Context: an optimization exercise on an open-source flow, tuned for small area, a short achievable clock period and few clock cycles per item. The choices shown serve that exercise and are no tape-out recipe.
At most, simulation tests tie the RTL to the original design; equivalence was not proved.

==> inputs of onyx <==
==> flow/design.v (excerpt) <==
module expr_eval_top (
	input  logic                     clk_2,
	input  logic                     rst_n,
	input  logic                     in_valid,
	input  expr_token_pkg::tok_val_t tok_in,
	input  logic                     op_flag,
	input  logic                     mode,
	output logic                     out_valid,
	output expr_token_pkg::result_t  result
);
	localparam int NT = 19;  
	localparam int NS = 9;   
	localparam int NC = 4;   
	localparam int NO = 9;   
	typedef expr_token_pkg::result_t word_t;
	logic       fr;          
	logic       en;          
	logic       pmode;       
	logic [4:0] wp;          
	logic [4:0] rp;          
	logic [4:0] rem;         
	logic       c0v, c1v, c2v, c3v;   
	logic [3:0] tbuf [0:NT-1];
	logic [3:0] c0, c1;      
	word_t         x;        
	logic          xv;       
	logic          xl;       
	logic          pb;       
	logic          xlast;    
	word_t         cs [0:NC-1];
	logic [2:0]    ls [0:NS-1];
	logic [NS-1:0] ts;       
	logic [NO-1:0] ov;       
	logic [NO-1:0] oh;       
	logic [2:0]    oop [0:NO-1];
	logic          drn;      
	logic          busy;     
	word_t         acc;
	logic       cfg_r;       
	logic       sub_r;       
	logic       pinv_r;      
	logic       qinv_r;      
	logic [4:0] opk_r;       
	logic       mcs_r;       
	logic [5:0] bsel_r;      
	logic       tok_new, ended;
	logic [3:0] pins;
	assign tok_new = in_valid & ~en;
	assign ended   = en | (fr & ~in_valid);
	assign pins    = {op_flag, tok_in};
	word_t s0;
	assign s0 = ts[0] ? cs[0] : {29'd0, ls[0]};
	logic       alu_go, cfg_sx, push_x, ld_c0, ld_c1;
	logic       o_push, o_push_has, o_set_has;
	logic [2:0] aop;
	logic [1:0] ncons;
	stack_evaluator u_dec (
		.pmode      (pmode),
		.drn        (drn),
		.c0v        (c0v),
		.c0         (c0),
		.c1v        (c1v),
		.c1         (c1),
		.ov0        (ov[0]),
		.oh0        (oh[0]),
		.oop0       (oop[0]),
		.alu_go     (alu_go),
		.cfg_sx     (cfg_sx),
		.aop        (aop),
		.ncons      (ncons),
		.push_x     (push_x),
		.ld_c0      (ld_c0),
		.ld_c1      (ld_c1),
		.o_push     (o_push),
		.o_push_has (o_push_has),
		.o_set_has  (o_set_has)
	);
	word_t p, q, y, t, u, y_mul, mcand;
	logic  is_mul, mul_slow, mul_setup, mul_iter, fin;
  ...
Settings: LEC_CHECK=0, CAP_MARGIN=20, CORE_MARGIN=2, CORE_UTILIZATION=40, SLEW_MARGIN=20; clock period 10.0 ns.
standard.sh (not shown) runs the stock make flow with config.mk's settings and CLKGATE_MAP_FILE= SYNTH_SCRIPT=/design/flow/synth_recipe.tcl, a recipe that flattens the netlist after the stock synthesis.
==> flow/flow/run.sh <==
#!/bin/bash
# Standard layout, with timing repair aiming for more setup slack.
set -euo pipefail
bash standard.sh SETUP_SLACK_MARGIN=7 finish > standard_flow.log 2>&1
==> inputs of violet, as changes to onyx <==
--- a/flow/design.v
+++ b/flow/design.v
@@ -27,15 +27,15 @@
 	input  expr_token_pkg::result_t  acc,
 	output expr_token_pkg::result_t  t,      
 	output expr_token_pkg::result_t  u,      
 	output expr_token_pkg::result_t  y_mul
 );
 	typedef expr_token_pkg::result_t word_t;
 	logic [32:0] tc;
-	assign tc = {p ^ {32{ninv}}, 1'b1} + {q ^ {32{qinv}}, cin};
+	assign tc = {p ^ {32{ninv}}, 1'b1} + {q, cin};
 	assign t  = tc[32:1];
 	assign u  = (p ~^ q) + ((p | q) << 1);
 	logic  one0, two0, neg0, one1, two1, use_acc;
 	word_t r0, r1;
 	logic [32:0] cpa;
 	assign {one0, two0, neg0, one1, two1, use_acc} = bsel;
 	assign r0 = ({32{one0}} & mcand | {32{two0}} & (mcand << 1)) ^ {32{neg0}};
@@ -196,16 +196,16 @@
 		.o_push_has (o_push_has),
 		.o_set_has  (o_set_has)
 	);
 	word_t p, q, y, t, u, y_mul, mcand;
 	logic  is_mul, mul_slow, mul_setup, mul_iter, fin;
 	logic  cs0_fit, x_fit, x_last;
 	assign p = x;
-	assign q = {{29{mcs_r}} & cs[0][31:3],
-	            cfg_r ? (ts[0] ? cs[0][2:0] : ls[0]) : c0[2:0]};
+	assign q = {{29{mcs_r}} & cs[0][31:3] | {29{qinv_r}},
+	            mcs_r ? cs[0][2:0] : cfg_r ? ls[0] : (c0[2:0] ^ {3{qinv_r}})};
 	assign cs0_fit = (cs[0][31:3] == 29'd0) || (cs[0][31:3] == {29{1'b1}});
 	assign x_fit   = (x[31:3] == 29'd0) || (x[31:3] == {29{1'b1}});
 	assign x_last  = xlast;
 	assign is_mul    = alu_go && (aop == 3'd2);
 	assign mul_slow  = cfg_sx && ts[0] && !xl;
 	assign mul_setup = is_mul && mul_slow && !busy;
 	assign mul_iter  = is_mul && mul_slow && busy && !x_last;
@@ -227,15 +227,14 @@
 	logic sel_t, sel_u, sel_m, sel_2;
 	assign sel_t = opk_r[0] || (opk_r[1] && !t[31]);
 	assign sel_u = opk_r[1] && t[31];
 	assign sel_m = opk_r[2];
 	assign sel_2 = opk_r[3];
 	assign y = {32{sel_t}} & t | {32{sel_u}} & ~u | {32{sel_m}} & y_mul
 	         | {32{sel_2}} & {t[30:0], 1'b0};
-	assign result = out_valid ? x : '0;
 	logic last_op, drained, comp, idle_fin, clr;
 	assign last_op  = pmode || !ov[1];
 	assign drained  = (ncons == 2'd2) ? !c2v : (ncons == 2'd1) ? !c1v : !c0v;
 	assign comp     = fin && ended && drained && last_op;
 	assign idle_fin = ended && !c0v && !busy && !drn;
 	assign clr      = comp || idle_fin;
 	logic [1:0] n;
@@ -383,16 +382,18 @@
 			c2v       <= 1'b0;
 			c3v       <= 1'b0;
 			xv        <= 1'b0;
 			ov        <= '0;
 			drn       <= 1'b0;
 			busy      <= 1'b0;
 			out_valid <= 1'b0;
+			result    <= '0;
 		end else begin
 			out_valid <= comp;
+			result    <= comp ? y : '0;
 			c0v       <= c0v_d;
 			c1v       <= c1v_d;
 			c2v       <= c2v_d;
 			c3v       <= c3v_d;
 			drn       <= drn_d;
 			if (clr) begin
 				fr   <= 1'b0;
==> flow/flow/run.sh (replaced) <==
#!/bin/bash
# Standard layout, with timing repair aiming for more setup slack.
set -euo pipefail
bash standard.sh SETUP_SLACK_MARGIN=6 finish > standard_flow.log 2>&1
CORE_UTILIZATION = 55   (was 40)
PLACE_DENSITY = 0.75   (was not set)
==> inputs of zinc, as changes to onyx <==
--- a/flow/design.v
+++ b/flow/design.v
@@ -22,22 +22,20 @@
 	input  logic                     cin,
 	input  expr_token_pkg::result_t  p,
 	input  expr_token_pkg::result_t  q,
 	input  expr_token_pkg::result_t  mcand,
 	input  logic [5:0]               bsel,   
 	input  expr_token_pkg::result_t  acc,
 	output expr_token_pkg::result_t  t,      
-	output expr_token_pkg::result_t  u,      
 	output expr_token_pkg::result_t  y_mul
 );
 	typedef expr_token_pkg::result_t word_t;
 	logic [32:0] tc;
-	assign tc = {p ^ {32{ninv}}, 1'b1} + {q ^ {32{qinv}}, cin};
+	assign tc = {p ^ {32{ninv}}, 1'b1} + {q, cin};
 	assign t  = tc[32:1];
-	assign u  = (p ~^ q) + ((p | q) << 1);
 	logic  one0, two0, neg0, one1, two1, use_acc;
 	word_t r0, r1;
 	logic [32:0] cpa;
 	assign {one0, two0, neg0, one1, two1, use_acc} = bsel;
 	assign r0 = ({32{one0}} & mcand | {32{two0}} & (mcand << 1)) ^ {32{neg0}};
 	assign r1 = {32{one1}} & (mcand << 2) | {32{two1}} & (mcand << 3) | {32{use_acc}} & acc;
 	assign cpa   = {r0, 1'b1} + {r1, neg0};
@@ -125,24 +123,24 @@
 	input  logic                     in_valid,
 	input  expr_token_pkg::tok_val_t tok_in,
 	input  logic                     op_flag,
 	input  logic                     mode,
 	output logic                     out_valid,
 	output expr_token_pkg::result_t  result
 );
-	localparam int NT = 19;  
+	localparam int NT = 16;
 	localparam int NS = 9;   
 	localparam int NC = 4;   
 	localparam int NO = 9;   
 	typedef expr_token_pkg::result_t word_t;
 	logic       fr;          
 	logic       en;          
 	logic       pmode;       
-	logic [4:0] wp;          
-	logic [4:0] rp;          
+	logic [3:0] wp;          
+	logic [3:0] rp;          
 	logic [4:0] rem;         
 	logic       c0v, c1v, c2v, c3v;   
 	logic [3:0] tbuf [0:NT-1];
 	logic [3:0] c0, c1;      
 	word_t         x;        
 	logic          xv;       
 	logic          xl;       
@@ -152,16 +150,18 @@
 	logic [2:0]    ls [0:NS-1];
 	logic [NS-1:0] ts;       
 	logic [NO-1:0] ov;       
 	logic [NO-1:0] oh;       
 	logic [2:0]    oop [0:NO-1];
 	logic          drn;      
 	logic          busy;     
+	logic          absb;     
 	word_t         acc;
-	logic       cfg_r;       
+	logic       qls_r;       
+	logic       qtk_r;       
 	logic       sub_r;       
 	logic       pinv_r;      
 	logic       qinv_r;      
 	logic [4:0] opk_r;       
 	logic       mcs_r;       
 	logic [5:0] bsel_r;      
 	logic       tok_new, ended;
@@ -171,97 +171,75 @@
 	assign pins    = {op_flag, tok_in};
 	word_t s0;
 	assign s0 = ts[0] ? cs[0] : {29'd0, ls[0]};
 	logic       alu_go, cfg_sx, push_x, ld_c0, ld_c1;
 	logic       o_push, o_push_has, o_set_has;
 	logic [2:0] aop;
 	logic [1:0] ncons;
-	stack_evaluator u_dec (
-		.pmode      (pmode),
-		.drn        (drn),
-		.c0v        (c0v),
-		.c0         (c0),
-		.c1v        (c1v),
-		.c1         (c1),
-		.ov0        (ov[0]),
-		.oh0        (oh[0]),
-		.oop0       (oop[0]),
-		.alu_go     (alu_go),
-		.cfg_sx     (cfg_sx),
-		.aop        (aop),
-		.ncons      (ncons),
-		.push_x     (push_x),
-		.ld_c0      (ld_c0),
-		.ld_c1      (ld_c1),
-		.o_push     (o_push),
-		.o_push_has (o_push_has),
-		.o_set_has  (o_set_has)
-	);
-	word_t p, q, y, t, u, y_mul, mcand;
-	logic  is_mul, mul_slow, mul_setup, mul_iter, fin;
+	word_t p, q, y, t, y_mul, mcand;
+	logic  is_mul, mul_slow, mul_setup, mul_iter, abs_setup, fin;
 	logic  cs0_fit, x_fit, x_last;
 	assign p = x;
-	assign q = {{29{mcs_r}} & cs[0][31:3],
-	            cfg_r ? (ts[0] ? cs[0][2:0] : ls[0]) : c0[2:0]};
+	assign q = {{29{mcs_r}} & cs[0][31:3] | {29{qinv_r}},
+	            {3{mcs_r}} & cs[0][2:0] | {3{qls_r}} & ls[0] | {3{qtk_r}} & (c0[2:0] ^ {3{qinv_r}})};
 	assign cs0_fit = (cs[0][31:3] == 29'd0) || (cs[0][31:3] == {29{1'b1}});
 	assign x_fit   = (x[31:3] == 29'd0) || (x[31:3] == {29{1'b1}});
 	assign x_last  = xlast;
 	assign is_mul    = alu_go && (aop == 3'd2);
 	assign mul_slow  = cfg_sx && ts[0] && !xl;
 	assign mul_setup = is_mul && mul_slow && !busy;
 	assign mul_iter  = is_mul && mul_slow && busy && !x_last;
-	assign fin       = alu_go && !mul_setup && !mul_iter;
+	assign abs_setup = alu_go && (aop == 3'd3) && !absb;
+	assign fin       = alu_go && !mul_setup && !mul_iter && !abs_setup;
 	assign mcand = mcs_r ? cs[0] : x;
 	expr_alu u_alu (
 		.ninv  (pinv_r),
 		.qinv  (qinv_r),
 		.cin   (sub_r),
 		.p     (p),
 		.q     (q),
 		.mcand (mcand),
 		.bsel  (bsel_r),
 		.acc   (acc),
 		.t     (t),
-		.u     (u),
 		.y_mul (y_mul)
 	);
-	logic sel_t, sel_u, sel_m, sel_2;
-	assign sel_t = opk_r[0] || (opk_r[1] && !t[31]);
-	assign sel_u = opk_r[1] && t[31];
+	logic sel_t, sel_m, sel_2, x_t;
+	assign sel_t = opk_r[0] || opk_r[1];
 	assign sel_m = opk_r[2];
 	assign sel_2 = opk_r[3];
-	assign y = {32{sel_t}} & t | {32{sel_u}} & ~u | {32{sel_m}} & y_mul
-	         | {32{sel_2}} & {t[30:0], 1'b0};
+	assign y = {32{sel_t}} & t | {32{sel_m}} & y_mul | {32{sel_2}} & {t[30:0], 1'b0};
+	assign x_t = (fin || abs_setup) && sel_t;
 	assign result = out_valid ? x : '0;
 	logic last_op, drained, comp, idle_fin, clr;
 	assign last_op  = pmode || !ov[1];
 	assign drained  = (ncons == 2'd2) ? !c2v : (ncons == 2'd1) ? !c1v : !c0v;
 	assign comp     = fin && ended && drained && last_op;
 	assign idle_fin = ended && !c0v && !busy && !drn;
 	assign clr      = comp || idle_fin;
 	logic [1:0] n;
 	logic [4:0] rem_n;
 	logic       do_push, do_pop, x_small, o_pop;
-	assign n       = (mul_setup || mul_iter) ? 2'd0 : ncons;
+	assign n       = (mul_setup || mul_iter || abs_setup) ? 2'd0 : ncons;
 	assign rem_n   = rem - {3'd0, n} + {4'd0, tok_new};
 	assign do_push = push_x && xv;
 	assign do_pop  = fin && cfg_sx;
 	assign x_small = (x[31:3] == 29'd0);
 	assign o_pop   = fin && !pmode;
 	logic       pmode_d, drn_d, c0v_d, c1v_d, ov0_d, oh0_d, ts0_d, xl_d, pb_d, busy_d;
 	logic [2:0] ls0_d;
 	word_t      xn_d;    
 	logic [3:0] c0_d, c1_d;
 	logic [2:0] oop0_d;
 	logic [3:0] b2, b3;
-	logic [4:0] rp2, rp3;
-	assign rp2 = rp + 5'd2;
-	assign rp3 = rp + 5'd3;
-	assign b2  = (rp2 < 5'(NT)) ? tbuf[rp2] : 4'd0;
-	assign b3  = (rp3 < 5'(NT)) ? tbuf[rp3] : 4'd0;
+	logic [3:0] rp2, rp3;
+	assign rp2 = rp + 4'd2;
+	assign rp3 = rp + 4'd3;
+	assign b2  = tbuf[rp2];
+	assign b3  = tbuf[rp3];
 	assign pmode_d = (in_valid && !fr) ? mode : pmode;
 	logic c4v, c5v, c2v_d, c3v_d;
 	logic [5:0] vth;
 	assign c4v = (rem > 5'd4);
 	assign c5v = (rem > 5'd5);
 	assign vth = {c5v, c4v, c3v, c2v, c1v, c0v};
 	always_comb begin
@@ -303,15 +281,15 @@
 	end
 	logic swap;
 	assign swap = !x_fit && cs0_fit;
 	always_comb begin
 		xl_d = xl;
 		pb_d = pb;
 		xn_d = x;
-		if (fin) begin
+		if (fin || abs_setup) begin
 			xl_d = 1'b0;
 		end else if (mul_setup) begin
 			xl_d = 1'b0;
 			pb_d = 1'b0;
 			if (swap) xn_d = cs[0];
 		end else if (mul_iter) begin
 			pb_d = x[1];
@@ -320,59 +298,99 @@
 			xl_d = 1'b1;
 			xn_d = {29'd0, c0[2:0]};
 		end else if (ld_c1) begin
 			xl_d = 1'b1;
 			xn_d = {29'd0, c1[2:0]};
 		end
 	end
-	logic       nx_cfg_sx;
+	logic       nx_alu_go, nx_cfg_sx, nx_push_x, nx_ld_c0, nx_ld_c1;
+	logic       nx_o_push, nx_o_push_has, nx_o_set_has;
 	logic [2:0] nx_aop;
+	logic [1:0] nx_ncons;
 	stack_evaluator u_dec_next (
 		.pmode      (pmode_d),
 		.drn        (drn_d),
 		.c0v        (c0v_d),
 		.c0         (c0_d),
 		.c1v        (c1v_d),
 		.c1         (c1_d),
 		.ov0        (ov0_d),
 		.oh0        (oh0_d),
 		.oop0       (oop0_d),
-		.alu_go     (),
+		.alu_go     (nx_alu_go),
 		.cfg_sx     (nx_cfg_sx),
 		.aop        (nx_aop),
-		.ncons      (),
-		.push_x     (),
-		.ld_c0      (),
-		.ld_c1      (),
-		.o_push     (),
-		.o_push_has (),
-		.o_set_has  ()
+		.ncons      (nx_ncons),
+		.push_x     (nx_push_x),
+		.ld_c0      (nx_ld_c0),
+		.ld_c1      (nx_ld_c1),
+		.o_push     (nx_o_push),
+		.o_push_has (nx_o_push_has),
+		.o_set_has  (nx_o_set_has)
 	);
+	logic       fx_cfg;
+	logic [2:0] fx_aop;
+	assign fx_cfg = pmode_d ? c0_d[3] : drn_d;
+	assign fx_aop = !pmode_d ? oop0_d : c0_d[3] ? c0_d[2:0] : c1_d[2:0];
+	always_ff @(posedge clk_2 or negedge rst_n) begin
+		if (!rst_n) begin
+			alu_go     <= 1'b0;
+			cfg_sx     <= 1'b0;
+			aop        <= 3'd0;
+			ncons      <= 2'd0;
+			push_x     <= 1'b0;
+			ld_c0      <= 1'b0;
+			ld_c1      <= 1'b0;
+			o_push     <= 1'b0;
+			o_push_has <= 1'b0;
+			o_set_has  <= 1'b0;
+		end else begin
+			alu_go     <= nx_alu_go;
+			cfg_sx     <= nx_cfg_sx;
+			aop        <= nx_aop;
+			ncons      <= nx_ncons;
+			push_x     <= nx_push_x;
+			ld_c0      <= nx_ld_c0;
+			ld_c1      <= nx_ld_c1;
+			o_push     <= nx_o_push;
+			o_push_has <= nx_o_push_has;
+			o_set_has  <= nx_o_set_has;
+		end
+	end
 	logic [2:0] nd;
 	logic [5:0] nx_bsel;
 	always_comb begin
-		if (!nx_cfg_sx)   nd = c0_d[2:0];
+		if (!fx_cfg)   nd = c0_d[2:0];
 		else if (!ts0_d)  nd = ls0_d;
 		else              nd = xn_d[2:0];
 		if (busy_d) begin
 			nx_bsel = {xn_d[0] ^ pb_d,
 			           (xn_d[1] & ~xn_d[0] & ~pb_d) | (~xn_d[1] & xn_d[0] & pb_d),
 			           xn_d[1], 1'b0, 1'b0, 1'b1};
 		end else begin
 			nx_bsel = {nd[0], nd[1] & ~nd[0], nd[1], nd[2] ^ nd[1], nd[2] & nd[1], 1'b0};
 		end
 	end
 	always_ff @(posedge clk_2) begin
-		cfg_r  <= nx_cfg_sx;
-		sub_r  <= (nx_aop == 3'd1) || (nx_aop == 3'd4);
-		pinv_r <= ((nx_aop == 3'd1) || (nx_aop == 3'd4)) && nx_cfg_sx;
-		qinv_r <= ((nx_aop == 3'd1) || (nx_aop == 3'd4)) && !nx_cfg_sx;
-		opk_r  <= {nx_aop > 3'd4, nx_aop == 3'd4, nx_aop == 3'd2, nx_aop == 3'd3,
-		           nx_aop == 3'd0 || nx_aop == 3'd1};
-		mcs_r  <= nx_cfg_sx && ts0_d;
+		if (abs_setup) begin
+			qls_r  <= 1'b0;
+			qtk_r  <= 1'b0;
+			sub_r  <= t[31];
+			pinv_r <= t[31];
+			qinv_r <= 1'b0;
+		end else begin
+			qls_r  <= fx_cfg && !ts0_d;
+			qtk_r  <= !fx_cfg;
+			sub_r  <= (fx_aop == 3'd1) || (fx_aop == 3'd4);
+			pinv_r <= ((fx_aop == 3'd1) || (fx_aop == 3'd4)) && fx_cfg;
+			qinv_r <= ((fx_aop == 3'd1) || (fx_aop == 3'd4)) && !fx_cfg;
+		end
+		opk_r  <= {fx_aop > 3'd4, fx_aop == 3'd4, fx_aop == 3'd2, fx_aop == 3'd3,
+		           fx_aop == 3'd0 || fx_aop == 3'd1};
+		mcs_r  <= fx_cfg && ts0_d && !abs_setup;
 		bsel_r <= nx_bsel;
 	end
 	always_ff @(posedge clk_2 or negedge rst_n) begin
 		if (!rst_n) begin
 			fr        <= 1'b0;
 			en        <= 1'b0;
 			wp        <= '0;
@@ -382,14 +400,15 @@
 			c1v       <= 1'b0;
 			c2v       <= 1'b0;
 			c3v       <= 1'b0;
 			xv        <= 1'b0;
 			ov        <= '0;
 			drn       <= 1'b0;
 			busy      <= 1'b0;
+			absb      <= 1'b0;
 			out_valid <= 1'b0;
 		end else begin
 			out_valid <= comp;
 			c0v       <= c0v_d;
 			c1v       <= c1v_d;
 			c2v       <= c2v_d;
 			c3v       <= c3v_d;
@@ -399,23 +418,25 @@
 				en   <= 1'b0;
 				wp   <= '0;
 				rp   <= '0;
 				rem  <= '0;
 				xv   <= 1'b0;
 				ov   <= '0;
 				busy <= 1'b0;
+				absb <= 1'b0;
 			end else begin
 				if (tok_new) begin
 					fr <= 1'b1;
-					wp <= wp + 5'd1;
+					wp <= wp + 4'd1;
 				end
 				if (fr && !in_valid) en <= 1'b1;
-				rp   <= rp + {3'd0, n};
+				rp   <= rp + {2'd0, n};
 				rem  <= rem_n;
 				busy <= busy_d;
+				absb <= abs_setup;
 				if (fin || push_x) xv <= 1'b1;
 				if (o_push) begin
 					ov <= {ov[NO-2:0], 1'b1};
 				end else if (o_pop) begin
 					ov <= {1'b0, ov[NO-1:1]};
 				end
 			end
@@ -424,20 +445,20 @@
 	always_ff @(posedge clk_2) begin
 		pmode <= pmode_d;
 		c0    <= c0_d;
 		c1    <= c1_d;
 		xl    <= xl_d;
 		pb    <= pb_d;
 		xlast <= (xn_d[31:1] == 31'd0) || (xn_d[31:1] == {31{1'b1}});
-		if (tok_new && wp < 5'(NT)) tbuf[wp] <= pins;
+		if (tok_new) tbuf[wp] <= pins;
 	end
 	always_ff @(posedge clk_2) begin
-		x   <= {32{fin && sel_t}} & t | {32{fin && sel_u}} & ~u
+		x   <= {32{x_t}} & t
 		     | {32{fin && sel_m}} & y_mul | {32{fin && sel_2}} & {t[30:0], 1'b0}
-		     | {32{!fin}} & xn_d;
+		     | {32{!fin && !abs_setup}} & xn_d;
 		acc <= mul_setup ? '0 : y_mul;
 		if (do_push) begin
 			ts <= {ts[NS-2:0], !x_small};
 			if (x_small) begin
 				ls[0] <= x[2:0];
 				for (int i = 1; i < NS; i++) ls[i] <= ls[i-1];
 			end else begin
==> flow/flow/run.sh (replaced) <==
#!/bin/bash
# Standard layout, with timing repair aiming for more setup slack.
set -euo pipefail
bash standard.sh SETUP_SLACK_MARGIN=6 finish > standard_flow.log 2>&1
CORE_UTILIZATION = 55   (was 40)
PLACE_DENSITY = 0.75   (was not set)
TNS_END_PERCENT = 5   (was not set)
==> summary.txt <==
zinc went through all stages and came out clean. onyx passed the timing, design-rule and antenna checks. violet produced a clean layout. Against violet, the final cell count of onyx is larger by about 4%. Global-route usage, lowest first: onyx, zinc, violet. Of zinc and violet, violet has the higher critical path depth (gap 18). Routed wire length, highest first: onyx, violet, zinc. The lowest synthesized area belongs to zinc, the highest to violet. In register-to-register slack, violet and onyx hardly differ. The lowest die area belongs to zinc, the highest to onyx. Via count: zinc < onyx < violet. Utilization, highest first: violet, zinc, onyx. The highest cell area belongs to onyx, the lowest to zinc.
Testbench counts of zinc, summed over its fixed seeds: cycles 22,062, frames 1,600.
Only the layout flow was run in onyx and violet; the RTL was not checked for function there.

[static timing again, ports no longer ideal]
In the flow no input, the clock included, has a driving cell. The finished layouts below were timed again as built, in two steps.
Step 1 (the two cells are an assumption about what drives the block):
set clk [get_ports {clk_2}]
set_driving_cell -lib_cell sky130_fd_sc_hd__clkbuf_16 $clk
set_driving_cell -lib_cell sky130_fd_sc_hd__buf_2 [delete_from_list [all_inputs] $clk]
Step 2 times the ports against the registers' clock, not the clock port: input delays grow and output delays shrink by t, the midpoint of the rising clock arrivals with the driver on.
a / b / c = ideal ports / drivers / drivers and shift; a / b = the first two.
run | t, ns | setup WS [ns] | worst setup path at the end | slew at the worst register clock pin (ns) | cell pins on the clock port's net
onyx | 0.667 | 5.931 / 5.931 / 5.342 | input to register | 0.07 / 0.07 | 1
violet | 0.649 | 5.936 / 5.936 / 5.436 | input to register | 0.06 / 0.06 | 1
zinc | 0.625 | 5.893 / 5.839 / 5.342 | input to register | 0.07 / 0.07 | 1
After both steps every run listed still meets setup and hold. The setup slack of onyx, which loses most, moves by 0.000 ns with the drivers and by -0.589 ns with both steps.
